This design comes from an exercise in tuning for small area, a short achievable clock period and few clock cycles on the open sky130 flow, not from production work. Only simulation tests tie the RTL to the original design; equivalence was not proved. Power and IR drop assume default switching activity.

--- flow/design.v ---
package ngp_pkg;
  localparam logic [7:0] CHAR_SPACE = 8'h20;
  localparam logic [7:0] CHAR_NL    = 8'h0A;
  localparam logic [7:0] CHAR_POINT = 8'h2E;
  localparam logic [7:0] SEP_RESET  = 8'd44;
  localparam logic [29:0] LAT_MAX = 30'd900000000;
  localparam logic [30:0] LON_MAX = 31'd1800000000;
endpackage
module ngp_btab (
  input  logic [1:0] r,
  input  logic [3:0] t,
  output logic [3:0] b
);
  always_comb begin
    case ({r, t})
      6'd0: b = 4'd0;
      6'd1: b = 4'd1;
      6'd2: b = 4'd3;
      6'd3: b = 4'd5;
      6'd4: b = 4'd6;
      6'd5: b = 4'd8;
      6'd6: b = 4'd0;
      6'd7: b = 4'd1;
      6'd8: b = 4'd3;
      6'd9: b = 4'd5;
      6'd16: b = 4'd3;
      6'd17: b = 4'd5;
      6'd18: b = 4'd6;
      6'd19: b = 4'd8;
      6'd20: b = 4'd0;
      6'd21: b = 4'd1;
      6'd22: b = 4'd3;
      6'd23: b = 4'd5;
      6'd24: b = 4'd6;
      6'd25: b = 4'd8;
      6'd32: b = 4'd6;
      6'd33: b = 4'd8;
      6'd34: b = 4'd0;
      6'd35: b = 4'd1;
      6'd36: b = 4'd3;
      6'd37: b = 4'd5;
      6'd38: b = 4'd6;
      6'd39: b = 4'd8;
      6'd40: b = 4'd0;
      6'd41: b = 4'd1;
      default: b = 4'd0;
    endcase
  end
endmodule
module ngp_atab (
  input  logic [1:0] r,
  input  logic [3:0] t,
  output logic [1:0] a
);
  always_comb begin
    case (r)
      2'd0:    a = {1'b0, t >= 4'd6};
      2'd1:    a = {1'b0, t >= 4'd4};
      default: a = (t >= 4'd8) ? 2'd2 : {1'b0, t >= 4'd2};
    endcase
  end
endmodule
module ngp_rem (
  input  logic [1:0] r,
  input  logic [3:0] t,
  output logic [1:0] rn
);
  always_comb begin
    case ({r, t})
      6'd0: rn = 2'd0;
      6'd1: rn = 2'd2;
      6'd2: rn = 2'd1;
      6'd3: rn = 2'd0;
      6'd4: rn = 2'd2;
      6'd5: rn = 2'd1;
      6'd6: rn = 2'd0;
      6'd7: rn = 2'd2;
      6'd8: rn = 2'd1;
      6'd9: rn = 2'd0;
      6'd16: rn = 2'd1;
      6'd17: rn = 2'd0;
      6'd18: rn = 2'd2;
      6'd19: rn = 2'd1;
      6'd20: rn = 2'd0;
      6'd21: rn = 2'd2;
      6'd22: rn = 2'd1;
      6'd23: rn = 2'd0;
      6'd24: rn = 2'd2;
      6'd25: rn = 2'd1;
      6'd32: rn = 2'd2;
      6'd33: rn = 2'd1;
      6'd34: rn = 2'd0;
      6'd35: rn = 2'd2;
      6'd36: rn = 2'd1;
      6'd37: rn = 2'd0;
      6'd38: rn = 2'd2;
      6'd39: rn = 2'd1;
      6'd40: rn = 2'd0;
      6'd41: rn = 2'd2;
      default: rn = 2'd0;
    endcase
  end
endmodule
module ngp_enc (
  input  logic [3:0] b,
  input  logic [1:0] a,
  output logic [4:0] xyz
);
  always_comb begin
    if (b <= 4'd7) xyz = {b[2:0], a != 2'd0, a == 2'd2};
    else           xyz = {3'd7, 1'b1, (b == 4'd9) || (a != 2'd0)};
  end
endmodule
import ngp_pkg::*;
module nmea_gga_position_parser (
  input  logic        clk_i,
  input  logic        rst_ni,
  input  logic        in_valid_i,
  output logic        in_stall_o,
  input  logic [7:0]  rx_byte_i,
  output logic        out_valid_o,
  input  logic        out_stall_i,
  output logic [29:0] lat_e7_o,
  output logic [30:0] lon_e7_o,
  output logic        lat_ok_o,
  output logic        lon_ok_o,
  input  logic        cfg_valid_i,
  output logic        cfg_ready_o,
  input  logic [7:0]  cfg_field_separator_i
);
  logic [7:0]  sep_q;
  logic        stall_q, stall_d;
  logic        vld_q;
  logic [7:0]  byte_q;
  logic [2:0]  pos_q, pos_d;      
  logic        hdr_q, hdr_d;
  logic        body_q, col2_q;     
  logic [2:0]  fld_q, fld_d;      
  logic        pt_q, pt_d;
  logic        dig_q, dig_d;
  logic        bad_q, bad_d;
  logic [3:0]  t_q, t_d;
  logic [3:0]  u_q, u_d;
  logic [2:0]  n_q, n_d;          
  logic [1:0]  r_q, r_d;
  logic [1:0]  r1_q;             
  logic        big_q, big_d;
  logic [2:0]  ix_q;              
  logic        iy_q, iz_q;
  logic        pad_q, pad_d;
  logic        ptgt_q, ptgt_d;
  logic [29:0] lat_q, lat_d;
  logic [30:0] lon_q, lon_d;
  logic        latok_q, latok_d;
  logic        lonok_q, lonok_d;
  logic        emit_q, emit_d;
  logic        ov_q, ov_d;
  assign cfg_ready_o = 1'b1;
  always_ff @(posedge clk_i or negedge rst_ni) begin
    if (!rst_ni) begin
      sep_q <= SEP_RESET;
    end else if (cfg_valid_i) begin
      sep_q <= cfg_field_separator_i;
    end
  end
  logic take;
  assign take = in_valid_i && !stall_q;
  logic c_nl_q, c_sep_q, c_pt_q, c_dig_q;
  always_ff @(posedge clk_i or negedge rst_ni) begin
    if (!rst_ni) begin
      vld_q <= 1'b0;
    end else begin
      vld_q <= take && (rx_byte_i != CHAR_SPACE);
    end
  end
  always_ff @(posedge clk_i) begin
    byte_q  <= rx_byte_i;
    c_nl_q  <= rx_byte_i == CHAR_NL;
    c_sep_q <= rx_byte_i == sep_q;
    c_pt_q  <= rx_byte_i == CHAR_POINT;
    c_dig_q <= (rx_byte_i[7:4] == 4'h3) && (rx_byte_i[3:0] <= 4'd9);
  end
  logic       ch, is_nl, is_sep, is_pt, is_dig;
  logic [3:0] dgt;
  assign ch     = vld_q;
  assign is_nl  = c_nl_q;
  assign is_sep = c_sep_q;
  assign is_pt  = c_pt_q;
  assign is_dig = c_dig_q;
  assign dgt    = byte_q[3:0];
  logic body, tfld, ftgt;
  logic ev_nl, ev_c, ev_sep, ev_fc, ev_close, ev_clr;
  logic ok_close, match, emit_now;
  assign body  = body_q;
  assign tfld  = fld_q[0];   
  assign ftgt  = fld_q[1];
  assign ev_nl    = ch && is_nl;
  assign ev_c     = ch && !is_nl;
  assign ev_sep   = ev_c && body && is_sep;
  assign ev_fc    = ev_c && body && !is_sep && tfld;
  assign ev_close = ((ev_c && is_sep) || ev_nl) && body && tfld;
  assign ev_clr   = ev_c && col2_q;
  assign ok_close = dig_q && pt_q && !bad_q;
  assign match    = hdr_q && (pos_q >= 3'd6);
  assign emit_now = ev_nl && match;
  logic [30:0] hsum;
  logic [7:0]  pinc;
  logic        int_dig, frac_dig, pt_step, big_det, close_step, hwr, lat_last;
  assign hsum = {lon_q[27:0], ix_q} + {lon_q[29:0], iy_q} + 31'(iz_q);
  assign pinc = lon_q[7:0] + 8'(t_q >= 4'd6);
  assign int_dig    = ev_fc && is_dig && !pt_q && !big_q;
  assign frac_dig   = ev_fc && is_dig && pt_q && !big_q && (n_q <= 3'd4);
  assign pt_step    = ev_fc && is_pt && !pt_q && !big_q;
  assign big_det    = (int_dig && (ftgt ? (lon_q[7:0] >= 8'd18) : (lon_q[7:0] >= 8'd9))) ||
                      (pt_step && (t_q >= 4'd6) &&
                       (ftgt ? (lon_q[7:0] == 8'd179) : (lon_q[7:0] == 8'd89)));
  assign close_step = ev_close && ok_close && !big_q;
  assign hwr        = (int_dig && !big_det) || frac_dig || close_step || pad_q;
  assign lat_last   = pad_q && (n_q == 3'd6) && !ptgt_q;
  logic go;
  logic [7:0] hdr_ch;
  always_comb begin
    case (pos_q)
      3'd1:    hdr_ch = 8'h47;   
      3'd2:    hdr_ch = 8'h50;   
      3'd3:    hdr_ch = 8'h47;   
      3'd4:    hdr_ch = 8'h47;   
      3'd5:    hdr_ch = 8'h41;   
      default: hdr_ch = 8'h00;
    endcase
  end
  always_comb begin
    pos_d   = pos_q;
    hdr_d   = hdr_q;
    fld_d   = fld_q;
    pt_d    = pt_q;
    dig_d   = dig_q;
    bad_d   = bad_q;
    t_d     = t_q;
    u_d     = u_q;
    n_d     = n_q;
    r_d     = r_q;
    big_d   = big_q;
    pad_d   = pad_q;
    ptgt_d  = ptgt_q;
    lat_d   = lat_q;
    lon_d   = lon_q;
    latok_d = latok_q;
    lonok_d = lonok_q;
    if (pad_q) begin
      n_d = n_q + 3'd1;
      r_d = r1_q;
      t_d = u_q;
      u_d = '0;
      if (n_q == 3'd6) begin
        pad_d = 1'b0;
        n_d   = '0;
        r_d   = '0;
      end
    end
    if (ev_nl) begin
      pos_d = '0;
      hdr_d = 1'b1;
      fld_d = '0;
    end
    if (ev_c) begin
      if (pos_q != 3'd7) pos_d = pos_q + 3'd1;
      if ((pos_q >= 3'd1) && (pos_q <= 3'd5) && (byte_q != hdr_ch)) hdr_d = 1'b0;
    end
    if (ev_fc) begin
      if (is_pt) begin
        bad_d = bad_q || pt_q;
        pt_d  = 1'b1;
        if (big_det) big_d = 1'b1;
      end else if (is_dig) begin
        dig_d = 1'b1;
        if (!pt_q) begin
          t_d = u_q;
          u_d = dgt;
          if (big_det) big_d = 1'b1;
        end else if (frac_dig) begin
          n_d = n_q + 3'd1;
          r_d = r1_q;
          t_d = u_q;
          u_d = dgt;
        end
      end else begin
        bad_d = 1'b1;
      end
    end
    if (ev_close) begin
      if (close_step) begin
        n_d    = n_q + 3'd1;
        r_d    = r1_q;
        t_d    = u_q;
        u_d    = '0;
        pad_d  = 1'b1;
        ptgt_d = ftgt;
      end else begin
        n_d   = '0;
        r_d   = '0;
        big_d = 1'b0;
      end
      if (ftgt) lonok_d = ok_close;
      else      latok_d = ok_close;
    end
    if (ev_sep) begin
      if (fld_q != 3'd4) fld_d = fld_q + 3'd1;
      pt_d  = 1'b0;
      dig_d = 1'b0;
      bad_d = 1'b0;
      if (!close_step && !pad_q) begin
        t_d = '0;
        u_d = '0;
      end
    end
    if (hwr) lon_d = hsum;
    if (pt_step && !big_det) lon_d = 31'(pinc);
    if (ev_close && !close_step) begin
      if (ftgt) begin
        lon_d = ok_close ? LON_MAX : 31'd0;
      end else begin
        lat_d = ok_close ? LAT_MAX : 30'd0;
        lon_d = '0;
      end
    end
    if (lat_last) begin
      lat_d = hsum[29:0];
      lon_d = '0;
    end
    if (ev_clr) begin
      lat_d   = '0;
      lon_d   = '0;
      latok_d = 1'b0;
      lonok_d = 1'b0;
      pad_d   = 1'b0;
      t_d     = '0;
      u_d     = '0;
      n_d     = '0;
      r_d     = '0;
      big_d   = 1'b0;
    end
  end
  logic [1:0] r2, rp, a_dig, a_pt, r1_d;
  logic [3:0] bu, bp;
  logic [4:0] x_plain, x_dig, x_zero, x_pt, inj_d;
  ngp_rem  u_rem_u   (.r(r1_q),  .t(u_q),   .rn(r2));
  ngp_btab u_b_u     (.r(r1_q),  .t(u_q),   .b(bu));
  ngp_atab u_a_dig   (.r(r2),    .t(dgt),   .a(a_dig));
  ngp_rem  u_rem_pt  (.r(2'd0),  .t(t_q),   .rn(rp));
  ngp_btab u_b_pt    (.r(2'd0),  .t(t_q),   .b(bp));
  ngp_atab u_a_pt    (.r(rp),    .t(u_q),   .a(a_pt));
  ngp_enc  u_e_plain (.b(t_d),   .a(2'd0),  .xyz(x_plain));
  ngp_enc  u_e_dig   (.b(bu),    .a(a_dig), .xyz(x_dig));
  ngp_enc  u_e_zero  (.b(bu),    .a(2'd0),  .xyz(x_zero));
  ngp_enc  u_e_pt    (.b(bp),    .a(a_pt),  .xyz(x_pt));
  ngp_rem  u_rem_d   (.r(r_d),   .t(t_d),   .rn(r1_d));
  always_comb begin
    if (!(pt_d || pad_d)) begin
      inj_d = x_plain;
    end else if (ev_clr || (pad_q && (n_q == 3'd6))) begin
      inj_d = '0;
    end else if (frac_dig) begin
      inj_d = x_dig;
    end else if (close_step || pad_q) begin
      inj_d = x_zero;
    end else if (pt_step) begin
      inj_d = x_pt;
    end else begin
      inj_d = {ix_q, iy_q, iz_q};
    end
  end
  assign go     = (emit_now || emit_q) && !pad_q && !close_step;
  assign ov_d   = (ov_q && out_stall_i) || go;
  assign emit_d = (emit_now || emit_q) && !go;
  logic next_sep;
  assign next_sep = take && (rx_byte_i == sep_q) && (rx_byte_i != CHAR_SPACE);
  assign stall_d  = ((ov_d || emit_d) && (pos_d != 3'd0)) ||
                    (pad_d && (n_d <= 3'd5) && ((fld_d == 3'd3) || ((fld_d == 3'd2) && next_sep)));
  always_ff @(posedge clk_i or negedge rst_ni) begin
    if (!rst_ni) begin
      stall_q <= 1'b0;
      pos_q   <= '0;
      body_q  <= 1'b0;
      col2_q  <= 1'b0;
      hdr_q   <= 1'b1;
      fld_q   <= '0;
      pad_q   <= 1'b0;
      emit_q  <= 1'b0;
      ov_q    <= 1'b0;
    end else begin
      stall_q <= stall_d;
      pos_q   <= pos_d;
      body_q  <= pos_d == 3'd7;
      col2_q  <= pos_d == 3'd2;
      hdr_q   <= hdr_d;
      fld_q   <= fld_d;
      pad_q   <= pad_d;
      emit_q  <= emit_d;
      ov_q    <= ov_d;
    end
  end
  always_ff @(posedge clk_i) begin
    pt_q    <= pt_d;
    dig_q   <= dig_d;
    bad_q   <= bad_d;
    t_q     <= t_d;
    u_q     <= u_d;
    n_q     <= n_d;
    r_q     <= r_d;
    r1_q    <= r1_d;
    big_q   <= big_d;
    {ix_q, iy_q, iz_q} <= inj_d;
    ptgt_q  <= ptgt_d;
    lat_q   <= lat_d;
    lon_q   <= lon_d;
    latok_q <= latok_d;
    lonok_q <= lonok_d;
  end
  assign in_stall_o  = stall_q;
  assign out_valid_o = ov_q;
  assign lat_e7_o    = lat_q;
  assign lon_e7_o    = lon_q;
  assign lat_ok_o    = latok_q;
  assign lon_ok_o    = lonok_q;
endmodule
--- flow/flow/run.sh ---
#!/bin/bash
# Standard layout, but the port buffers are buf_2 cells instead of the
# default pick, which is a slow delay buffer.
set -euo pipefail
export BUFFER_PORTS_ARGS="-buffer_cell sky130_fd_sc_hd__buf_2"
bash standard.sh > standard.log 2>&1
--- flow/standard.sh ---
#!/bin/bash
# synth_recipe.tcl (not shown) runs the flow's synth.tcl, then flattens the netlist and writes it again
# the make line also repeats each setting of config.mk as NAME=value (left out here)
make -C /OpenROAD-flow-scripts/flow DESIGN_CONFIG=/design/flow/config.mk WORK_HOME=/design/flow/orfs CLKGATE_MAP_FILE= SYNTH_SCRIPT=/design/flow/synth_recipe.tcl "${@:-finish}"
--- flow/config.mk ---
export PLATFORM = sky130hd
export DESIGN_NAME = nmea_gga_position_parser
export DESIGN_NICKNAME = nmea_gga_position_parser
export VERILOG_FILES = /design/flow/design.v
export SDC_FILE = /design/flow/constraint.sdc
export NUM_CORES = 4
export LEC_CHECK = 0
export ABC_AREA = 1
export CAP_MARGIN = 20
export CORE_MARGIN = 2
export CORE_UTILIZATION = 55
export CTS_BUF_LIST = sky130_fd_sc_hd__clkbuf_8
export SETUP_SLACK_MARGIN = 4.5
export SLEW_MARGIN = 20
--- flow/constraint.sdc ---
create_clock -name core_clock -period 7.5 [get_ports {clk_i}]
set_input_delay 1.5000 -clock core_clock [delete_from_list [all_inputs] [get_ports {clk_i}]]
set_output_delay 1.5000 -clock core_clock [all_outputs]
set_load 0.01 [all_outputs]
==> results of run 1 <==
[layout make-up]
cell class | instances | area [um^2] | area share (%)
Sequential cell | 128 | 2740 | 29.5
Clock buffer | 17 | 234 | 2.52
Multi-Input combinational cell | 933 | 4910 | 53.0
Timing Repair Buffer | 89 | 455 | 4.91
Clock inverter | 15 | 153 | 1.65
Inverter | 143 | 544 | 5.87
Tap cell | 184 | 230 | 2.48
Timing Repair inverter | 1 | 7.51 | 0.0810
[path summary, 6_finish.rpt]
kind / slack (ns) / startpoint / end
hold / removal: 0.46 / lat_q[12]$_SDFFE_PP0P_ / lat_q[12]$_SDFFE_PP0P_
max in group asynchronous: 6.12 / rst_ni / sep_q[3]$_DFFE_PN1P_
hold reg to reg: 0.46 / lat_q[12]$_SDFFE_PP0P_ / lat_q[12]$_SDFFE_PP0P_
setup / recovery: 4.72 / ix_q[0]$_DFFE_PP_ / lat_q[26]$_SDFFE_PP0P_
min in group asynchronous: 1.01 / rst_ni / sep_q[4]$_DFFE_PN0P_
setup reg to reg: 4.72 / ix_q[0]$_DFFE_PP_ / lat_q[26]$_SDFFE_PP0P_
[stage by stage]
stage          power [mW]  cell area [um^2]  worst slack [ns]  instances  util [%]
4_1_cts              1.68              9240              4.51       1508      63.1
3_5_place_dp         1.11              8850              4.54       1476      60.5
3_3_place_gp         1.10              8850              4.62       1476      60.5
2_1_floorplan        1.01              8300              5.13       1231         -
6_report             1.69              9270              4.72       1510      63.3
5_1_grt              1.79              9270              4.55       1510      63.3
[cells in the mapped netlist (3+ instances only)]
cell / n
dfxtp_1: 100
o21a_1: 3
nand3_2: 7
o31ai_1: 3
nor4_1: 4
o22ai_1: 6
a21oi_1: 104
a21o_1: 3
o21ai_0: 68
nand2_1: 374
a31oi_1: 11
edfxtp_1: 6
a21boi_0: 3
nor3b_1: 3
buf_4: 3
nand3b_1: 4
inv_1: 139
buf_1: 3
o21bai_1: 6
nand4_1: 20
dfstp_2: 4
dfrtp_1: 18
nor3_1: 11
o211ai_1: 13
buf_2: 3
or2_2: 6
xor2_1: 17
nand3_1: 81
xnor2_1: 7
ha_1: 52
clkbuf_1: 16
nor2_1: 100
[power by group through the flow]
stage | clock network, mW | logic, mW | registers [mW]
6_report | 0.585 | 0.341 | 0.765
5_1_grt | 0.624 | 0.390 | 0.771
4_1_cts | 0.594 | 0.327 | 0.764
3_5_place_dp | 0 | 0.325 | 0.780
3_3_place_gp | 0 | 0.326 | 0.779
2_1_floorplan | 0 | 0.246 | 0.763
[repair_timing]
item | in CTS | in global routing
buffers inserted | 0 | 1
gates resized for setup | 0 | 5
hold buffers | 0 | 0
setup endpoints to repair | 0 | 23
[flip-flops by register name, indices dropped and copies added (netlist names), 3 cells and up]
signal and flops:
n_q 3, sep_q 8, lon_q 31, fld_q 3, u_e_pt.b 4, t_q 4
ix_q 3, u_q 4, byte_q 8, lat_q 30, pos_q 3
[logic make-up (layout without fill, tap and decap cells)]
group / Yosys count / after routing / synth area share (%)
XOR/XNOR: 24 / 24 / 2.53
other: 1 / 1 / 0.0452
AND/OR/NAND/NOR: 626 / 626 / 32.8
AO/OA/AOI/OAI: 228 / 228 / 15.3
flip-flops: 128 / 128 / 33.0
buffers and inverters: 170 / 265 / 8.05
adder cells (fa/ha/maj): 54 / 54 / 8.32
[worst max-delay path: stages, from the launching register on]
cell      delay (ns)
edfxtp_1        0.38
fa_1            0.24
inv_1           0.07
fa_1            0.40
o21ai_0         0.40
nand2_1         0.09
nand2_1         0.17
a21boi_0        0.20
or2_2           0.34
nand2_1         0.07
nand2_1         0.05
nand2_1         0.09
nand2_1         0.06
a21oi_1         0.14
[per-layer routing]
metal  vias to the layer above  global-route usage, %
li1                       4231                      -
met1                      3802                   37.9
met2                       305                   48.4
met3                        49                   4.81
met4                         0                   14.6
met5                         -                      0
==> metrics.cfg, run 1 <==
[clock_network]
cts_tree = yes
cts_max_level = 4
root_buffer = clkbuf_8
insertion_delay_ns = 0.46
clk_pin_slew_worst_paths_ns = 0.09
cts_buffers = 17
cts_buffer_depth = 2
clock_sinks = 128

[place]
gp_congestion = 1.03
hpwl_um = 17800
io_buffer_count = 85

[routing]
dr_wl_met3_um = 1360
via_count = 8387
drtIter0Drc = 715
drt_first_pass_iters = 5
viasPerCell = 5.55
routedWlPerCell_um = 15.4
top_layer = met4
wl_met1_um = 10100
wl_met2_um = 10900
drtAntennaViolNets = 0
drc = 0
routed_wl_um = 23200

[timing]
tightest_slew_ns = 0.839
finalSetupViolCount = 0
worst_slew_margin_rel_pct = 43.9
post-route-min-period_ns = 2.78
slew_viol_final = 0
finalSetupTns_ns = 0
rsz0062_at_grt = no
hold_violations = 0
skew_ns = 0.0118
timing.fmax_mhz = 360
finalCritPeriodShare_pct = 37.1
holdWs_ns = 0.461

[cells_and_area]
final.fill_count = 1387
final_cell_mix = 374 x nand2_1, 138 x inv_1, 103 x a21oi_1
layout-drive-gt1-share_pct = 12.0
final_common_cell = nand2_1
diodes = 0
syn2layout_area_growth_pct = 11.7
finalNetCount = 1388

[synth]
synthesis.area_um2 = 8300
async_flop_share_pct = 17.2
synth.ff_latch_count = 128
synth_area_leader_cell = dfxtp_1
synthesis.nets = 1306
syn_inst = 1231
synth_cell_types = 54
synth-edff-count = 6
ys_warn_count = 5
postSynthAreaPerCell_um2 = 6.74
synth-main-ff-cell = dfxtp_1
yosys-top-cells-area = dfxtp_1 24%, nand2_1 17%, ha_1 7.8%
synth_top_area_share_pct = 24.1
ys_seq_area_share_pct = 33.0

[global_route]
grt.overflow.total = 0
grt_use_total_pct = 29.5
grt_pass1_vias = 7865
grt_max_degree = 32
antenna_found_initial = 0
grt_pass1_wl_um = 38000

[setup_path]
rr_worst_depth = 13
cp-start-kind = flip-flop
crit_type = flip-flop to flip-flop
path_max_fanout = 4
cp.required_ns = 7.89
cp.arrival_ns = 3.17
crit_path_end_kind = flip-flop

[power_and_ir_drop]
leakage_nw = 4.61
pwr-share-clk_pct = 34.6
p_per_area_nw_per_um2 = 182
power_frac_seq_pct = 45.2
p_sw_share_pct = 34.7
net-switching-power_mw = 0.587
p_int_mw = 1.10
ir_worst_vdd_mv = 0.125
p_comb_share_pct = 20.2

[hold_path]
min_path_type = flip-flop to flip-flop
whs_path_depth = 2

[die]
die_h_um = 127
die_w_um = 127
io_pins = 87
floorplan.initialDensity_pct = 56.7
core_area_um2 = 14600
die-area_um2 = 16100
std_cell_rows = 44

[run]
drv_cap = 0

[outcome]
outcome = finished clean

Testbench counts, summed over its fixed seeds: cycles 28,425.
==> run 2, diff against run 1 <==
--- a/flow/config.mk
+++ b/flow/config.mk
@@ -6,9 +6,7 @@
 export NUM_CORES = 4
 export LEC_CHECK = 0
-export ABC_AREA = 1
 export CAP_MARGIN = 20
 export CORE_MARGIN = 2
 export CORE_UTILIZATION = 55
-export CTS_BUF_LIST = sky130_fd_sc_hd__clkbuf_8
 export SETUP_SLACK_MARGIN = 4.5
 export SLEW_MARGIN = 20
==> run 2 against run 1 <==
  * Highest routed layer unchanged
  * Synthesized cell count down 25%
  * Final cell count fell by 20%
  * Sequential cell count unchanged
  * Maximum frequency decreased by 4.7%
  * Global-route usage fell by 0.80 points
  * Core utilization rose by 1.4 points
==> metrics.cfg, run 2 <==
[synth]
async_flop_share_pct = 17.2  ; unchanged
synth.most_common_cell = nor2_1
ys_top_cells_by_count = 110 x nor2_1, 100 x dfxtp_1, 73 x nand2_1
ys_seq_area_share_pct = 34.3  ; +1.3 points
yosys-top-cells-area = dfxtp_1 25%, ha_1 8.2%, dfrtp_1 5.6%
synth-edff-count = 6  ; unchanged
synth_top_area_share_pct = 25.1  ; +0.97 points
synth-main-ff-cell = dfxtp_1
ys_warn_count = 5  ; unchanged
synth.ff_latch_count = 128  ; unchanged
synth_cell_types = 95  ; +76%
synthesis.nets = 1002  ; -23%
syn_inst = 927  ; -25%
synthesis.area_um2 = 7980  ; -3.9%
synth_area_leader_cell = dfxtp_1
postSynthAreaPerCell_um2 = 8.61  ; +28%

[timing]
post-route-min-period_ns = 2.92  ; +0.139 ns
tightest_slew_ns = 1.07  ; +0.232 ns
slew_viol_final = 0  ; unchanged
rsz0062_at_grt = yes
skew_ns = 0.0103  ; -0.00148 ns
timing.fmax_mhz = 342  ; -4.7%
worst_slew_margin_rel_pct = 28.4  ; -16 points
finalCritPeriodShare_pct = 38.9  ; +1.8 points
finalSetupViolCount = 0  ; unchanged
hold_violations = 0  ; unchanged
finalSetupTns_ns = 0  ; unchanged

[clock_network]
cts_buffers = 17  ; unchanged
insertion_delay_ns = 0.43  ; -0.03 ns
root_buffer = clkbuf_16
clock_sinks = 128  ; unchanged
cts-hold-fix-buffers = 0  ; unchanged
cts_tree = yes
cts_max_level = 4  ; unchanged
cts_buffer_depth = 2  ; unchanged
clk_pin_slew_worst_paths_ns = 0.06  ; -0.03 ns

[global_route]
antenna_found_initial = 0  ; unchanged
grt_pass1_wl_um = 36600  ; -3.9%
grt_pass1_vias = 7332  ; -6.8%
grt_max_degree = 45  ; +41%
use_met3_pct = 4.81  ; about the same
grt_busiest_layer = met2
use_met2_pct = 49.3  ; +0.89 points
grt_use_total_pct = 28.7  ; -0.80 points
grt.overflow.total = 0  ; unchanged
grt_use_met1_pct = 35.4  ; -2.5 points

[hold_path]
min_path_type = flip-flop to flip-flop

[outcome]
outcome = finished clean

[routing]
drt_first_pass_iters = 6  ; +1
drtIter0Drc = 499  ; -30%
viasPerCell = 6.24  ; +12%
drtAntennaViolNets = 0  ; unchanged
routedWlPerCell_um = 18.8  ; +22%
via_count = 7495  ; -11%
routed_wl_um = 22600  ; -2.6%
drc = 0  ; unchanged

[cells_and_area]
finalNonFillerCells = 1201  ; -20%
finalNetCount = 1079  ; -22%
final_common_cell = nor2_1
seqCellArea_um2 = 2740  ; +0.18%
syn2layout_area_growth_pct = 16.5
largest_reg_flops = 31  ; unchanged
multiInputGateArea_um2 = 5060  ; +3.0%
final_cell_mix = 109 x nor2_1, 96 x dfxtp_1, 85 x buf_2
top_regs = lon_q: 31 flops, lat_q: 30 flops
final.fill_count = 1243  ; -10%
layout-drive-gt1-share_pct = 19.8  ; +7.8 points
regMostFlops = lon_q
diodes = 0  ; unchanged

[setup_path]
path_max_fanout = 4  ; unchanged
cp.required_ns = 7.82  ; -0.07 ns
crit_path_end_kind = flip-flop
crit_type = flip-flop to flip-flop
cp-start-kind = flip-flop
cp.arrival_ns = 3.24  ; +0.07 ns

[die]
core_area_um2 = 14400  ; -1.9%
floorplan.initialDensity_pct = 55.5  ; -1.1 points
die_h_um = 124  ; -1.9%
die_w_um = 124  ; -1.9%
io_pins = 87  ; unchanged
die-area_um2 = 15500  ; -3.7%
std_cell_rows = 44  ; unchanged

[power_and_ir_drop]
p_per_area_nw_per_um2 = 203  ; +11%
ir_worst_vdd_mv = 0.151  ; +20%
power_mw = 1.89  ; +12%
leakage_nw = 4.22  ; -8.5%

[run]
drv_cap = 0  ; unchanged

[place]
gp_congestion = 0.921  ; -10%
io_buffer_count = 85  ; unchanged
place_inst = 1161  ; -21%
hpwl_um = 16300  ; -8.6%

-- run 2: cell count changes in the layout (fill, tap and decap cells not counted), sizes merged, moves of 20 or more --
| cell | change |
|---|---|
| a22oi | +31 |
| inv | -106 |
| nand2 | -304 |
| nand3 | -68 |
| o21ai | -26 |
| a21oi | -32 |
| xnor2 | +20 |
-- run 2: worst paths after layout --
check | startpoint | slack (ns) | endpoint | cells after the start
worst max-delay path | iz_q$_DFFE_PP_ | 4.58 | lat_q[27]$_SDFFE_PP0P_ | 10
worst max register to register | iz_q$_DFFE_PP_ | 4.58 | lat_q[27]$_SDFFE_PP0P_ | 10
max in group asynchronous | rst_ni | 6.11 | sep_q[2]$_DFFE_PN1P_ | 1
worst min-delay path | hdr_q$_DFF_PN1_ | 0.47 | hdr_q$_DFF_PN1_ | 2
min in group asynchronous | rst_ni | 1.03 | pos_q[2]$_DFF_PN0_ | 1
worst min register to register | hdr_q$_DFF_PN1_ | 0.47 | hdr_q$_DFF_PN1_ | 2
-- run 2: metal layers --
metal	part of all wire, %	routed length [um]	vias up
met5	0	0	-
li1	-	-	3573
met3	5.1	1160	54
met1	43	9690	3600
met2	49	11100	268
met4	3.0	680	0
-- run 2: critical path, stage by stage, from the launching register on --
cell and delay (ns):
edfxtp_1 0.40, fa_2 0.43, buf_4 0.15, a211oi_1 0.29, o21ai_0 0.25, nand3_1 0.17
a21oi_2 0.11, o221a_2 0.32, a311oi_2 0.30, xnor2_1 0.17, a32o_1 0.23
-- run 2: final cells by class --
class | count | area share, %
Tap cell | 184 | 2.48
Inverter | 36 | 1.45
Timing Repair Buffer | 98 | 5.66
Sequential cell | 128 | 29.5
Clock buffer | 18 | 4.61
Clock inverter | 14 | 1.92
Multi-Input combinational cell | 723 | 54.4
-- run 2: through the flow --
step / util (%) / cell area [um^2] / hold WS, ns / setup slack (ns)
6_report: 64.7 / 9300 / 0.468 / 4.58
5_1_grt: 64.7 / 9300 / 0.491 / 4.47
4_1_cts: 63.7 / 9150 / 0.467 / 4.51
3_5_place_dp: 59.1 / 8490 / 0.449 / 4.22
3_3_place_gp: 59.1 / 8490 / 0.453 / 4.36
2_1_floorplan: - / 7980 / 0.439 / 4.63
-- run 2: what timing repair did --
item	CTS	global route
buffers inserted	3	5
resized for setup	10	23
endpoints found under the setup margin	23	40
pin swaps	2	11
-- run 2: cells by family after synthesis --
kind of cell	after synthesis	synth area share, %
other	1	0.0470
and+or+nand+nor	323	20.2
xor gates and xnor gates	40	4.39
AOI/OAI and AO/OA	283	25.3
adders and majority gates	54	8.65
muxes	22	2.95
buffers and inverters	76	4.14
DFF	128	34.3
-- run 2: report_power, final --
part / switching (mW) / internal, mW
clock: 0.332 / 0.527
sequential: 0.0327 / 0.711
combinational: 0.181 / 0.104
==> run 3, diff against run 2 <==
--- a/flow/config.mk
+++ b/flow/config.mk
@@ -9,4 +9,4 @@
 export CORE_MARGIN = 2
 export CORE_UTILIZATION = 55
-export SETUP_SLACK_MARGIN = 4.5
+export SETUP_SLACK_MARGIN = 5.0
 export SLEW_MARGIN = 20
==> run 3 against run 2 <==
  * Sequential power decreased by 0.7%
  * Cell area increased by 13%
  * Routed wire length increased by 13%
  * Synthesized area unchanged
  * Hold slack improved by 0.0055 ns
  * Count of clock-buffer cells in the layout increased by 1
  * Sequential share of layout area decreased by 2.7 points
  * Setup slack improved by 0.087 ns
  * Synthesized cell count unchanged
  * Register-to-register slack improved by 0.09 ns
  * First-iteration DRC count increased by 39%
  * Clock skew decreased by 0.0033 ns
  * Critical path type unchanged
  * Critical endpoint is now lon_q[28]$_SDFFE_PP0P_
==> metrics.cfg, run 3 <==
[clock_network]
cts_buffers = 17  ; unchanged
cts_buffer_depth = 2  ; unchanged
cts-hold-fix-buffers = 0  ; unchanged
cts_tree = yes
clock_sinks = 128  ; unchanged
insertion_delay_ns = 0.43  ; about the same
root_buffer = clkbuf_16
cts_max_level = 4  ; unchanged
clk_pin_slew_worst_paths_ns = 0.06  ; about the same

[die]
die_w_um = 124  ; unchanged
die_h_um = 124  ; unchanged
core_area_um2 = 14400  ; unchanged
io_pins = 87  ; unchanged
std_cell_rows = 44  ; unchanged
die-area_um2 = 15500  ; unchanged
floorplan.initialDensity_pct = 55.5  ; unchanged

[power_and_ir_drop]
leakage_nw = 4.62  ; +9.4%
power_frac_seq_pct = 38.6  ; -0.8 points
pwr-share-clk_pct = 43.7  ; -1.8 points
p_sw_share_pct = 29.7  ; +0.85 points
p_comb_share_pct = 17.7  ; +2.6 points
p_per_area_nw_per_um2 = 181  ; -11%
net-switching-power_mw = 0.569  ; +4.4%
p_int_mw = 1.34  ; +0.16%
power_mw = 1.91  ; +1.4%
ir_worst_vdd_mv = 0.157  ; +4.0%

[place]
place_inst = 1160  ; -0.086%
hpwl_um = 16500  ; +1.4%
io_buffer_count = 85  ; unchanged
placed_cell_area_um2 = 8620  ; +1.5%
gp_congestion = 0.897  ; -2.6%

[cells_and_area]
finalNonFillerCells = 1263  ; +5.2%
finalNetCount = 1141  ; +5.7%
fin_util_pct = 73.5  ; +8.7 points
regMostFlops = lon_q
fin_area_um2 = 10600  ; +13%
syn2layout_area_growth_pct = 32.3
layout-drive-gt1-share_pct = 36.1  ; +16 points
diodes = 0  ; unchanged
final_cell_mix = 101 x nor2_1, 83 x buf_2, 70 x nand2_1
final_common_cell = nor2_1
top_regs = lon_q: 31 flops, lat_q: 30 flops
largest_reg_flops = 31  ; unchanged

[routing]
via_count = 8077  ; +7.8%
viasPerCell = 6.40  ; +2.5%
drc = 0  ; unchanged
drt_first_pass_iters = 6  ; unchanged
routed_wl_um = 25500  ; +13%
drtIter0Drc = 696  ; +39%
routedWlPerCell_um = 20.2  ; +7.4%
drtAntennaViolNets = 0  ; unchanged

[setup_path]
crit_path_end_kind = flip-flop
cp.arrival_ns = 3.15  ; -0.09 ns
reg2reg_setup_slack_ns = 4.67  ; +0.09 ns
path_max_fanout = 6  ; +2
critPathLaunch = lon_q[10]$_SDFFE_PP0P_
cp.required_ns = 7.82  ; about the same
r2r-end = lon_q[28]$_SDFFE_PP0P_
cp-start-kind = flip-flop
crit_type = flip-flop to flip-flop
r2r-start = lon_q[10]$_SDFFE_PP0P_
rr_worst_depth = 9  ; -1

[hold_path]
min_path_type = flip-flop to flip-flop
whs_path_depth = 2  ; unchanged
worstHoldStart = hdr_q$_DFF_PN1_
hold_end = hdr_q$_DFF_PN1_

[timing]
tightest_slew_ns = 1.18  ; +0.105 ns
finalSetupTns_ns = 0  ; unchanged
slew_viol_final = 0  ; unchanged
skew_ns = 0.00702  ; -0.00330 ns
rsz0062_at_grt = yes
post-route-min-period_ns = 2.83  ; -0.0873 ns
timing.fmax_mhz = 353  ; +3.1%
finalCritPeriodShare_pct = 37.8  ; -1.2 points
worst_slew_margin_rel_pct = 21.3  ; -7.0 points
hold_violations = 0  ; unchanged
finalSetupViolCount = 0  ; unchanged

[synth]
syn_inst = 927  ; unchanged
synth-edff-count = 6  ; unchanged
synth.most_common_cell = nor2_1
synthesis.area_um2 = 7980  ; unchanged
postSynthAreaPerCell_um2 = 8.61  ; unchanged
yosys-top-cells-area = dfxtp_1 25%, ha_1 8.2%, dfrtp_1 5.6%
synth_top_area_share_pct = 25.1  ; unchanged
ys_seq_area_share_pct = 34.3  ; unchanged
synth.ff_latch_count = 128  ; unchanged
synthesis.nets = 1002  ; unchanged
synth_cell_types = 95  ; unchanged
synth-main-ff-cell = dfxtp_1
async_flop_share_pct = 17.2  ; unchanged
ys_top_cells_by_count = 110 x nor2_1, 100 x dfxtp_1, 73 x nand2_1
synth_area_leader_cell = dfxtp_1
ys_warn_count = 5  ; unchanged

[global_route]
grt_use_total_pct = 30.5  ; +1.8 points
antenna_found_initial = 0  ; unchanged
grt_pass1_wl_um = 38400  ; +5.0%
grt_pass1_vias = 7503  ; +2.3%
grt_max_degree = 45  ; unchanged
grt.overflow.total = 0  ; unchanged

[outcome]
outcome = finished clean

[run]
drv_cap = 0  ; unchanged

-- run 3: cell families (layout without fill, tap and decap cells) --
kind of cell    count (synthesis)  count (layout)  synth area share (%)
compound gates                283             283                  25.3
other cells                     1               1                0.0470
flops                         128             128                  34.3
xor+xnor                       40              40                  4.39
fa+ha+maj                      54              54                  8.65
mux                            22              22                  2.95
simple gates                  323             324                  20.2
buf+inv                        76             227                  4.14
-- run 3: metal layers --
metal	GRT usage, %	up-vias	wire length, um
li1	-	3708	-
met1	36.2	3911	10100
met2	53.8	363	12800
met3	6.19	95	1640
met4	12.6	0	1030
met5	0	-	0
-- run 3: power groups by stage --
stage / Clock [mW] / Sequential [mW] / Combinational, mW
6_report: 0.835 / 0.739 / 0.339
5_1_grt: 0.866 / 0.743 / 0.371
4_1_cts: 0.835 / 0.740 / 0.300
3_5_place_dp: 0 / 0.755 / 0.283
3_3_place_gp: 0 / 0.756 / 0.272
2_1_floorplan: 0 / 0.743 / 0.216
-- run 3: what timing repair did --
action | CTS | global route
buffers inserted | 34 | 35
resized for setup | 107 | 86
pin swaps | 33 | 56
setup endpoints to repair | 85 | 82
gates cloned | 1 | 1
-- run 3: through the flow --
stage | hold slack (ns) | setup slack [ns]
2_1_floorplan | 0.439 | 4.82
3_3_place_gp | 0.450 | 4.63
3_5_place_dp | 0.461 | 4.59
4_1_cts | 0.469 | 4.72
5_1_grt | 0.499 | 4.57
6_report | 0.473 | 4.67
-- run 3: critical path: stages (launching register included) --
cell	delay, ns
dfxtp_2	0.34
ha_1	0.41
a211oi_2	0.26
o211ai_1	0.14
a31o_1	0.31
or4_4	0.59
nand2_4	0.12
o311ai_2	0.11
xor2_1	0.21
a22o_1	0.23
-- run 3: cell type report --
cell class | count | area [um^2]
clock inverter | 13 | 135
sequential | 128 | 2830
tap | 184 | 230
fill | 1035 | 3810
timing repair buffer | 159 | 1090
multi-input combinational | 724 | 5680
inverter | 36 | 140
clock buffer | 19 | 453
-- run 3: how the worst max path moves through the flow --
stage                              to  depth (start not counted)  slack, ns
3_5_place_dp          r1_q[0]$_DFF_P_                         13       4.59
5_1_grt        lon_q[30]$_SDFFE_PP0P_                         10       4.57
2_1_floorplan  lon_q[28]$_SDFFE_PP0P_                         11       4.82
3_3_place_gp   lat_q[26]$_SDFFE_PP0P_                         11       4.63
6_report       lon_q[28]$_SDFFE_PP0P_                          9       4.67
4_1_cts        lon_q[28]$_SDFFE_PP0P_                         11       4.72
==> run 4, diff against run 3 <==
--- a/flow/config.mk
+++ b/flow/config.mk
@@ -6,4 +6,5 @@
 export NUM_CORES = 4
 export LEC_CHECK = 0
+export ABC_AREA = 1
 export CAP_MARGIN = 20
 export CORE_MARGIN = 2
==> run 4 against run 3 <==
  * Still clean on timing, DRC and antenna
  * Final cell count rose by 21%
  * Cell area fell by 7.7%
  * Synthesized area rose by 4.0%
  * Synthesized cell count rose by 33%
  * Non-clock buffer count fell by 51
  * Critical path type is now flip-flop to output pin
  * Highest routed layer unchanged
==> metrics.cfg, run 4 <==
[global_route]
grt_pass1_vias = 7926  ; +5.6%
grt_busiest_layer = met2
grt_use_total_pct = 29.9  ; -0.58 points
grt.overflow.total = 0  ; unchanged
antenna_found_initial = 0  ; unchanged
grt_use_met1_pct = 37.8  ; +1.6 points
grt_max_degree = 32  ; -29%
grt_pass1_wl_um = 38600  ; +0.52%
use_met3_pct = 5.57  ; -0.62 points
use_met2_pct = 50.7  ; -3.1 points

[clock_network]
cts_tree = yes
clk_pin_slew_worst_paths_ns = 0.06  ; about the same
cts_max_level = 4  ; unchanged
insertion_delay_ns = 0.43  ; about the same
cts_buffers = 17  ; unchanged
clock_sinks = 128  ; unchanged
root_buffer = clkbuf_16
cts-hold-fix-buffers = 0  ; unchanged
cts_buffer_depth = 2  ; unchanged

[place]
io_buffer_count = 85  ; unchanged
gp_congestion = 1.03  ; +14%
dp_slack_ns = 4.54  ; -0.0450 ns
hpwl_um = 17800  ; +7.9%

[die]
die_w_um = 127  ; +1.9%
die_h_um = 127  ; +1.9%
std_cell_rows = 44  ; unchanged
floorplan.initialDensity_pct = 56.7  ; +1.1 points
io_pins = 87  ; unchanged
die-area_um2 = 16100  ; +3.9%
core_area_um2 = 14600  ; +1.9%

[power_and_ir_drop]
p_per_area_nw_per_um2 = 198  ; +9.0%
p_comb_share_pct = 18.2  ; +0.5 points
net-switching-power_mw = 0.624  ; +9.7%
ir_worst_vdd_mv = 0.158  ; +1.2%
p_int_mw = 1.30  ; -3.2%
p_sw_share_pct = 32.4  ; +2.7 points
power_frac_seq_pct = 39.7  ; +1.1 points
pwr-share-clk_pct = 42.1  ; -1.6 points
leakage_nw = 4.85  ; +4.9%

[synth]
syn_inst = 1231  ; +33%
synth_cell_types = 54  ; -43%
ys_warn_count = 5  ; unchanged
synth.ff_latch_count = 128  ; unchanged
ys_top_cells_by_count = 374 x nand2_1, 139 x inv_1, 104 x a21oi_1
synthesis.area_um2 = 8300  ; +4.0%
synth_area_leader_cell = dfxtp_1
ys_seq_area_share_pct = 33.0  ; -1.3 points
postSynthAreaPerCell_um2 = 6.74  ; -22%
synth_top_area_share_pct = 24.1  ; -0.97 points
yosys-top-cells-area = dfxtp_1 24%, nand2_1 17%, ha_1 7.8%
synth-main-ff-cell = dfxtp_1
synth-edff-count = 6  ; unchanged
synthesis.nets = 1306  ; +30%
synth.most_common_cell = nand2_1
async_flop_share_pct = 17.2  ; unchanged

[setup_path]
path_buf_inv = 1  ; +1
crit_slowest_cell = dfrtp_1
crit_type = flip-flop to output pin
cp-start-kind = flip-flop
cp.arrival_ns = 0.98  ; -2.17 ns
crit_chain = buf_2
crit_path_end_kind = output pin
cpPeakStageDelay_ns = 0.40  ; -0.19 ns
path_max_fanout = 2  ; -4
path_delay_family = flip-flops
cp.required_ns = 6.00  ; -1.82 ns

[cells_and_area]
finalNetCount = 1408  ; +23%
final_common_cell = nand2_1
final.fill_count = 1332  ; +29%
final_cell_mix = 368 x nand2_1, 134 x inv_1, 102 x a21oi_1
regMostFlops = lon_q
syn2layout_area_growth_pct = 17.4
layout-drive-gt1-share_pct = 17.2  ; -19 points
largest_reg_flops = 31  ; unchanged
multiInputGateArea_um2 = 4980  ; -12%
diodes = 0  ; unchanged
top_regs = lon_q: 31 flops, lat_q: 30 flops
seqCellArea_um2 = 2800  ; -0.84%

[routing]
routedWlPerCell_um = 15.8  ; -22%
drtIter0Drc = 844  ; +21%
drc = 0  ; unchanged
viasPerCell = 5.62  ; -12%
routed_wl_um = 24100  ; -5.6%
via_count = 8601  ; +6.5%
drt_first_pass_iters = 8  ; +2
drtAntennaViolNets = 0  ; unchanged

[timing]
post-route-min-period_ns = 2.48  ; -0.350 ns
rsz0062_at_grt = yes
finalSetupViolCount = 0  ; unchanged
finalSetupTns_ns = 0  ; unchanged
worst_slew_margin_rel_pct = 65.1  ; +44 points
setup_slack_ns = 5.02  ; +0.350 ns
finalCritPeriodShare_pct = 33.1  ; -4.7 points
slew_viol_final = 0  ; unchanged
timing.fmax_mhz = 403  ; +14%
skew_ns = 0.0102  ; +0.00321 ns
tightest_slew_ns = 0.523  ; -0.652 ns
hold_violations = 0  ; unchanged

[outcome]
outcome = finished clean

[hold_path]
min_path_type = flip-flop to flip-flop

[run]
drv_cap = 0  ; unchanged

-- run 4: cell types whose count changed after synthesis, sizes merged, moves of 17 or more --
cell / change
a21oi: +32
a221oi: -17
a22oi: -31
inv: +105
nand2: +304
nand3: +68
o21ai: +26
xnor2: -20
-- run 4: through the flow --
step / util [%] / cell area, um^2 / power [mW] / std cells / hold WS [ns]
floorplan: - / 8300 / 1.01 / 1231 / 0.443
global placement: 60.5 / 8850 / 1.10 / 1476 / 0.450
detailed placement: 60.5 / 8850 / 1.11 / 1476 / 0.454
CTS: 65.0 / 9520 / 1.91 / 1511 / 0.463
global route: 66.6 / 9750 / 2.02 / 1530 / 0.462
finish: 66.6 / 9750 / 1.93 / 1530 / 0.458
-- run 4: worst paths after layout --
kind	from	to	slack [ns]	cells past startpoint
worst max-delay path	stall_q$_DFF_PN0_	in_stall_o	5.02	1
worst min-delay path	n_q[0]$_DFF_P_	n_q[0]$_DFF_P_	0.46	1
worst max register to register	lon_q[2]$_SDFFE_PP0P_	lat_q[26]$_SDFFE_PP0P_	5.06	12
worst min register to register	n_q[0]$_DFF_P_	n_q[0]$_DFF_P_	0.46	1
max in group asynchronous	rst_ni	fld_q[0]$_DFF_PN0_	6.07	1
min in group asynchronous	rst_ni	sep_q[0]$_DFFE_PN0P_	1.05	1
-- run 4: area by class of cell --
type / count / area share, %
clock buffer: 17 / 4.36
timing repair buffer: 108 / 6.14
clock inverter: 15 / 1.57
tap: 184 / 2.36
multi-input combinational: 934 / 51.1
sequential: 128 / 28.7
inverter: 143 / 5.65
timing repair inverter: 1 / 0.0770
-- run 4: per-layer routing --
layer	part of all wire [%]	up-vias
met3	7.0	77
met2	47	342
met1	42	3912
met5	0	-
met4	3.9	0
li1	-	4270
-- run 4: timing repair --
item / CTS / global route
buffers inserted: 2 / 18
pin swaps: 2 / 4
resized for setup: 38 / 40
endpoints found under the hold margin: 0 / 0
endpoints found under the setup margin: 64 / 70
cloned: 1 / 1
-- run 4: power by group through the flow --
stage | Combinational [mW] | Clock, mW | Sequential (mW)
4_1_cts | 0.335 | 0.815 | 0.763
6_report | 0.351 | 0.810 | 0.765
2_1_floorplan | 0.246 | 0 | 0.763
3_5_place_dp | 0.325 | 0 | 0.780
3_3_place_gp | 0.326 | 0 | 0.779
5_1_grt | 0.399 | 0.849 | 0.771
-- run 4: cells by family after synthesis --
logic type,after synthesis,synth area share [%]
buffers and inverters,170,8.05
adder cells (fa/ha/maj),54,8.32
XOR/XNOR,24,2.53
flip-flops,128,33.0
AO/OA/AOI/OAI,228,15.3
other,1,0.0452
AND/OR/NAND/NOR,626,32.8
==> run 5, diff against run 4 <==
--- a/flow/config.mk
+++ b/flow/config.mk
@@ -10,4 +10,4 @@
 export CORE_MARGIN = 2
 export CORE_UTILIZATION = 55
-export SETUP_SLACK_MARGIN = 5.0
+export SETUP_SLACK_MARGIN = 4.0
 export SLEW_MARGIN = 20
==> run 5 against run 4 <==
  * Non-clock buffer count is 20 lower
  * Final cell count fell by 1.4%
  * Sequential power barely moved
  * Critical endpoint is now lon_q[18]$_SDFFE_PP0P_
  * Register-to-register slack got worse by 0.55 ns
==> metrics.cfg, run 5 <==
[synth]
synthesis.nets = 1306  ; unchanged
synth.ff_latch_count = 128  ; unchanged
ys_warn_count = 5  ; unchanged
async_flop_share_pct = 17.2  ; unchanged
synth-main-ff-cell = dfxtp_1
synth.most_common_cell = nand2_1
ys_top_cells_by_count = 374 x nand2_1, 139 x inv_1, 104 x a21oi_1
postSynthAreaPerCell_um2 = 6.74  ; unchanged
synth-edff-count = 6  ; unchanged
synth_top_area_share_pct = 24.1  ; unchanged
synth_area_leader_cell = dfxtp_1
synthesis.area_um2 = 8300  ; unchanged
ys_seq_area_share_pct = 33.0  ; unchanged
syn_inst = 1231  ; unchanged
yosys-top-cells-area = dfxtp_1 24%, nand2_1 17%, ha_1 7.8%
synth_cell_types = 54  ; unchanged

[power_and_ir_drop]
pwr-share-clk_pct = 42.4  ; +0.3 points
power_frac_seq_pct = 40.3  ; +0.6 points
ir_worst_vdd_mv = 0.158  ; about the same
p_int_mw = 1.29  ; -0.54%
net-switching-power_mw = 0.610  ; -2.3%
p_sw_share_pct = 32.0  ; -0.40 points
leakage_nw = 4.70  ; -3.0%
p_comb_share_pct = 17.3  ; -0.9 points
p_per_area_nw_per_um2 = 202  ; +2.2%

[die]
die_w_um = 127  ; unchanged
std_cell_rows = 44  ; unchanged
core_area_um2 = 14600  ; unchanged
die_h_um = 127  ; unchanged
io_pins = 87  ; unchanged
die-area_um2 = 16100  ; unchanged
floorplan.initialDensity_pct = 56.7  ; unchanged

[place]
placed_cell_area_um2 = 8850  ; unchanged
io_buffer_count = 85  ; unchanged
hpwl_um = 17800  ; unchanged
gp_congestion = 1.03  ; unchanged

[timing]
skew_ns = 0.0121  ; +0.00190 ns
timing.fmax_mhz = 335  ; -17%
hold_violations = 0  ; unchanged
rsz0062_at_grt = no
finalCritPeriodShare_pct = 39.9  ; +6.8 points
post-route-min-period_ns = 2.99  ; +0.506 ns
finalSetupViolCount = 0  ; unchanged
finalSetupTns_ns = 0  ; unchanged
slew_viol_final = 0  ; unchanged
worst_slew_margin_rel_pct = 46.6  ; -18 points
tightest_slew_ns = 0.798  ; +0.275 ns

[setup_path]
cp-start-kind = flip-flop
path_buf_inv = 4  ; +3
crit_path_end_kind = flip-flop
reg2reg_setup_slack_ns = 4.51  ; -0.55 ns
crit_slowest_cell = clkinv_1
crit_chain = nand2_1 -> inv_1 -> nand2_1 -> clkinv_1 -> buf_4 -> nor2_1 -> inv_1 -> a21oi_1
cp.arrival_ns = 3.33  ; +2.35 ns
cpPeakStageDelay_ns = 0.50  ; +0.10 ns
path_delay_family = buffers and inverters
cp.required_ns = 7.84  ; +1.84 ns
crit_type = flip-flop to flip-flop
path_max_fanout = 23  ; +21

[hold_path]
min_path_type = flip-flop to flip-flop

[cells_and_area]
syn2layout_area_growth_pct = 13.6
largest_reg_flops = 31  ; unchanged
regMostFlops = lon_q
fin_area_um2 = 9430  ; -3.2%
finalNetCount = 1386  ; -1.6%
top_regs = lon_q: 31 flops, lat_q: 30 flops
final_cell_mix = 374 x nand2_1, 139 x inv_1, 103 x a21oi_1
layout-drive-gt1-share_pct = 11.6  ; -5.5 points
diodes = 0  ; unchanged
final_common_cell = nand2_1

[outcome]
outcome = finished clean

[global_route]
grt_use_total_pct = 29.5  ; -0.38 points
grt_pass1_wl_um = 38100  ; -1.4%
grt.overflow.total = 0  ; unchanged
grt_pass1_vias = 7848  ; -0.98%
grt_max_degree = 32  ; unchanged
antenna_found_initial = 0  ; unchanged

[routing]
drtIter0Drc = 697  ; -17%
routed_wl_um = 23100  ; -4.1%
drtAntennaViolNets = 0  ; unchanged
drc = 0  ; unchanged
routedWlPerCell_um = 15.3  ; -2.7%
drt_first_pass_iters = 7  ; -1
viasPerCell = 5.53  ; -1.7%
via_count = 8337  ; -3.1%

[clock_network]
cts_buffer_depth = 2  ; unchanged
clock_sinks = 128  ; unchanged
cts_max_level = 4  ; unchanged
cts_buffers = 17  ; unchanged
insertion_delay_ns = 0.43  ; about the same
cts_tree = yes
clk_pin_slew_worst_paths_ns = 0.06  ; about the same
cts-resized-gates = 0  ; -100%
root_buffer = clkbuf_16
cts-hold-fix-buffers = 0  ; unchanged
post_cts_buffers = 0  ; -2

[run]
drv_cap = 0  ; unchanged

run 5: cell counts after synthesis:
Identical to the previous run, type by type.
run 5: logic make-up (layout without fill, tap and decap cells):
group	after synthesis	in the layout	synth area share [%]
compound gates	228	228	15.3
buf+inv	170	263	8.05
flops	128	128	33.0
xor+xnor	24	24	2.53
fa+ha+maj	54	54	8.32
other cells	1	1	0.0452
simple gates	626	626	32.8
run 5: layout make-up:
class / count / area (um^2)
multi-input cells: 933 / 4900
repair buffers: 88 / 448
fillers: 1369 / 5210
inverters: 143 / 537
well taps: 184 / 230
clock inverters: 15 / 153
flip-flops and latches: 128 / 2740
clock buffers: 17 / 425
run 5: metrics by stage:
stage          utilization (%)  std cells  hold slack [ns]  worst slack (ns)  total power, mW
3_3_place_gp              60.5       1476            0.450              4.62             1.10
2_1_floorplan                -       1231            0.443              5.13             1.01
4_1_cts                   64.4       1508            0.463              4.52             1.91
3_5_place_dp              60.5       1476            0.454              4.54             1.11
5_1_grt                   64.4       1508            0.486              4.20             2.00
6_report                  64.4       1508            0.459              4.51             1.90
run 5: power by group through the flow:
stage | Sequential [mW] | Clock [mW] | Combinational, mW
finish | 0.767 | 0.808 | 0.330
global route | 0.772 | 0.849 | 0.379
CTS | 0.766 | 0.815 | 0.327
detailed placement | 0.780 | 0 | 0.325
global placement | 0.779 | 0 | 0.326
floorplan | 0.763 | 0 | 0.246
run 5: worst paths after layout:
check	cells past startpoint	startpoint	end
setup / recovery	8	vld_q$_DFF_PN0_	lon_q[18]$_SDFFE_PP0P_
min in group asynchronous	1	rst_ni	sep_q[0]$_DFFE_PN0P_
hold reg to reg	2	lat_q[12]$_SDFFE_PP0P_	lat_q[12]$_SDFFE_PP0P_
setup reg to reg	8	vld_q$_DFF_PN0_	lon_q[18]$_SDFFE_PP0P_
hold / removal	2	lat_q[12]$_SDFFE_PP0P_	lat_q[12]$_SDFFE_PP0P_
max in group asynchronous	1	rst_ni	sep_q[3]$_DFFE_PN1P_
run 5: per-layer routing:
layer	vias to the layer above	track usage (%)	share of wire, %	routed length (um)
li1	4228	-	-	-
met1	3766	37.6	44	10200
met2	293	48.5	46	10700
met3	50	5.99	6.3	1450
met4	0	13.3	3.6	823
met5	-	0	0	0
run 5: worst min-delay path: stages (launching register included):
cell,delay [ns]
dfxtp_1,0.30
nand2_1,0.06
a21oi_1,0.05
==> run 6, diff against run 5 <==
--- a/flow/config.mk
+++ b/flow/config.mk
@@ -10,4 +10,5 @@
 export CORE_MARGIN = 2
 export CORE_UTILIZATION = 55
-export SETUP_SLACK_MARGIN = 4.0
+export CTS_BUF_LIST = sky130_fd_sc_hd__clkbuf_8
+export SETUP_SLACK_MARGIN = 5
 export SLEW_MARGIN = 20
==> run 6 against run 5 <==
  * Count of clock-buffer cells in the layout unchanged
  * Global-route usage increased by 0.70 points
  * Sequential share of layout area increased by 0.18 points
  * Largest cell class unchanged
  * Final cell count increased by 2.2%
  * Core utilization increased by 2.3 points
  * Setup slack improved by 0.47 ns
  * Still clean on timing, DRC and antenna
  * First-iteration DRC count increased by 11%
  * Routed wire length increased by 3.9%
  * Critical path type is now flip-flop to output pin
==> metrics.cfg, run 6 <==
[synth]
synth_simple_gate_area_share_pct = 32.8  ; unchanged
ys_warn_count = 5  ; unchanged
ys_seq_area_share_pct = 33.0  ; unchanged
synth.ff_latch_count = 128  ; unchanged
synthAdderAreaFrac_pct = 8.32  ; unchanged
synthesis.area_um2 = 8300  ; unchanged
synth-xor-area-share_pct = 2.53  ; unchanged
postSynthAreaPerCell_um2 = 6.74  ; unchanged
synth.most_common_cell = nand2_1
synth-compound-area-share_pct = 15.3  ; unchanged
synthesis.nets = 1306  ; unchanged
ys_top_cells_by_count = 374 x nand2_1, 139 x inv_1, 104 x a21oi_1
synth-main-ff-cell = dfxtp_1
synth_cell_types = 54  ; unchanged
synth_top_area_share_pct = 24.1  ; unchanged
synth-edff-count = 6  ; unchanged
yosys-top-cells-area = dfxtp_1 24%, nand2_1 17%, ha_1 7.8%
syn_inst = 1231  ; unchanged
synth_area_leader_cell = dfxtp_1
muxShareOfSynthArea_pct = 0  ; unchanged
async_flop_share_pct = 17.2  ; unchanged
synth_top_family_by_area = simple AND/OR/NAND/NOR gates

[setup_path]
crit_path_end_kind = output pin
rr_worst_depth = 13  ; +5
path_delay_family = flip-flops
cp.required_ns = 6.00  ; -1.84 ns
r2r-start = ix_q[0]$_DFFE_PP_
reg2reg_setup_slack_ns = 5.15  ; +0.64 ns
cpPeakStageDelay_ns = 0.42  ; -0.08 ns
crit_type = flip-flop to output pin
r2r-end = lat_q[26]$_SDFFE_PP0P_
path_buf_inv = 1  ; -3
crit_chain = buf_2
cp.arrival_ns = 1.02  ; -2.31 ns
crit_slowest_cell = dfrtp_1
path_max_fanout = 2  ; -91%
cp-start-kind = flip-flop

[hold_path]
hold_end = n_q[0]$_DFF_P_
worstHoldStart = n_q[0]$_DFF_P_
whs_path_depth = 1  ; -1
min_path_type = flip-flop to flip-flop

[global_route]
grt.overflow.total = 0  ; unchanged
grt_max_degree = 32  ; unchanged
grt_pass1_vias = 7981  ; +1.7%
grt_use_total_pct = 30.2  ; +0.70 points
antenna_found_initial = 0  ; unchanged
grt_pass1_wl_um = 38900  ; +2.3%

[cells_and_area]
syn2layout_area_growth_pct = 17.7
largest_reg_flops = 31  ; unchanged
regMostFlops = lon_q
fin_area_um2 = 9770  ; +3.6%
final_common_cell = nand2_1
finalNetCount = 1419  ; +2.4%
final_cell_mix = 366 x nand2_1, 134 x inv_1, 98 x a21oi_1
fin_util_pct = 66.7  ; +2.3 points
top_regs = lon_q: 31 flops, lat_q: 30 flops
layout-drive-gt1-share_pct = 19.2  ; +7.6 points
finalNonFillerCells = 1541  ; +2.2%
final.fill_count = 1316  ; -3.9%
diodes = 0  ; unchanged

[clock_network]
cts_buffers = 17  ; unchanged
clock_sinks = 128  ; unchanged
clk_pin_slew_worst_paths_ns = 0.08  ; +0.02 ns
cts_tree = yes
cts_max_level = 4  ; unchanged
cts_buffer_depth = 2  ; unchanged
root_buffer = clkbuf_8
insertion_delay_ns = 0.45  ; +0.02 ns

[routing]
drtAntennaViolNets = 0  ; unchanged
routed_wl_um = 24000  ; +3.9%
drtIter0Drc = 777  ; +11%
routedWlPerCell_um = 15.6  ; +1.7%
viasPerCell = 5.59  ; +1.1%
drc = 0  ; unchanged
via_count = 8614  ; +3.3%
drt_first_pass_iters = 5  ; -2

[timing]
setup_slack_ns = 4.98  ; +0.467 ns
tightest_slew_ns = 0.521  ; -0.277 ns
timing.fmax_mhz = 397  ; +19%
holdWs_ns = 0.457  ; -0.00189 ns
finalSetupViolCount = 0  ; unchanged
finalSetupTns_ns = 0  ; unchanged
slew_viol_final = 0  ; unchanged
rsz0062_at_grt = yes
skew_ns = 0.0113  ; -0.000804 ns
hold_violations = 0  ; unchanged
finalCritPeriodShare_pct = 33.6  ; -6.2 points
post-route-min-period_ns = 2.52  ; -0.467 ns
worst_slew_margin_rel_pct = 65.3  ; +19 points

[die]
die_w_um = 127  ; unchanged
core_area_um2 = 14600  ; unchanged
floorplan.initialDensity_pct = 56.7  ; unchanged
die_h_um = 127  ; unchanged
io_pins = 87  ; unchanged
die-area_um2 = 16100  ; unchanged
std_cell_rows = 44  ; unchanged

[place]
place_inst = 1476  ; unchanged
placed_cell_area_um2 = 8850  ; unchanged
hpwl_um = 17800  ; unchanged
dp_slack_ns = 4.54  ; unchanged
gp_congestion = 1.03  ; unchanged
io_buffer_count = 85  ; unchanged

[outcome]
outcome = finished clean

[power_and_ir_drop]
power_mw = 1.69  ; -11%
leakage_nw = 4.84  ; +2.8%
p_per_area_nw_per_um2 = 173  ; -14%
ir_worst_vdd_mv = 0.128  ; -19%

[run]
drv_cap = 0  ; unchanged

run 6: timing repair:
item	4_1_cts	5_1_grt
hold buffers	0	0
setup buffers	13	18
cloned	1	1
resized for setup	56	64
endpoints found under the setup margin	79	85
pin swaps	2	4
run 6: metal layers:
metal  vias up  part of all wire (%)  global-route usage, %
li1       4294                     -                      -
met1      3922                    43                   38.9
met2       335                    48                   50.7
met3        63                   6.4                   4.85
met4         0                   3.2                   12.7
met5         -                     0                      0
run 6: cell type report:
type / count / area (um^2) / share of cell area (%)
repair buffers: 119 / 706 / 7.22
inverters: 143 / 553 / 5.66
well taps: 184 / 230 / 2.36
flip-flops and latches: 128 / 2850 / 29.2
clock buffers: 17 / 234 / 2.40
clock inverters: 15 / 153 / 1.56
multi-input cells: 934 / 5030 / 51.5
repair inverters: 1 / 7.51 / 0.0769
run 6: how the worst max path moves through the flow:
stage,startpoint,endpoint,slack [ns],cells after the start
floorplan,rx_byte_i[6],stall_q$_DFF_PN0_,5.13,10
global placement,vld_q$_DFF_PN0_,lon_q[26]$_SDFFE_PP0P_,4.62,8
detailed placement,vld_q$_DFF_PN0_,lon_q[16]$_SDFFE_PP0P_,4.54,8
CTS,stall_q$_DFF_PN0_,in_stall_o,4.97,1
global route,pt_q$_DFF_P_,r1_q[0]$_DFF_P_,4.93,15
finish,stall_q$_DFF_PN0_,in_stall_o,4.98,1
run 6: cell families after synthesis:
logic type,Yosys count
and+or+nand+nor,626
xor gates and xnor gates,24
other,1
adders and majority gates,54
DFF,128
AOI/OAI and AO/OA,228
buffers and inverters,170
run 6: where the power goes:
group | switching [mW] | internal (mW)
sequential | 0.0412 | 0.718
clock | 0.312 | 0.272
combinational | 0.236 | 0.112
total | 0.589 | 1.10

[static timing again, ports no longer ideal]
The flow's constraints put no driver on any port. The routed layouts listed below were extracted and timed again, unchanged, in two steps. Step 1 sets driving cells, clkbuf_16 on the clock port and buf_2 on the other inputs (assumed; they add their load-dependent delay and slew). Step 2, shift: input delay + t, output delay - t, t = (earliest + latest rising clock arrival at the registers) / 2. This alone moves slack from input paths to output paths. Three values: ideal, step 1, step 2; two values: the first two.
run | t, ns | slack for setup (ns) | worst hold slack (ns) | worst setup path after step 2 | worst register clock-pin slew, ns
run 1 | 0.494 | 4.719 / 4.710 / 4.701 | 0.461 / 0.461 / 0.461 | input to register | 0.09 / 0.09
run 2 | 0.466 | 4.580 / 4.580 / 4.580 | 0.468 / 0.468 / 0.468 | register to register | 0.06 / 0.06
run 3 | 0.470 | 4.668 / 4.668 / 4.668 | 0.473 / 0.473 / 0.473 | register to register | 0.06 / 0.06
run 4 | 0.464 | 5.017 / 4.976 / 4.742 | 0.458 / 0.458 / 0.458 | input to register | 0.06 / 0.06
run 5 | 0.467 | 4.511 / 4.511 / 4.511 | 0.459 / 0.459 / 0.459 | register to register | 0.06 / 0.06
run 6 | 0.486 | 4.978 / 4.938 / 4.695 | 0.457 / 0.457 / 0.457 | input to register | 0.09 / 0.09
After both steps every run listed still meets setup and hold. For run 6, which loses most, drivers alone change the setup slack by -0.040 ns; drivers and shift together by -0.283 ns.
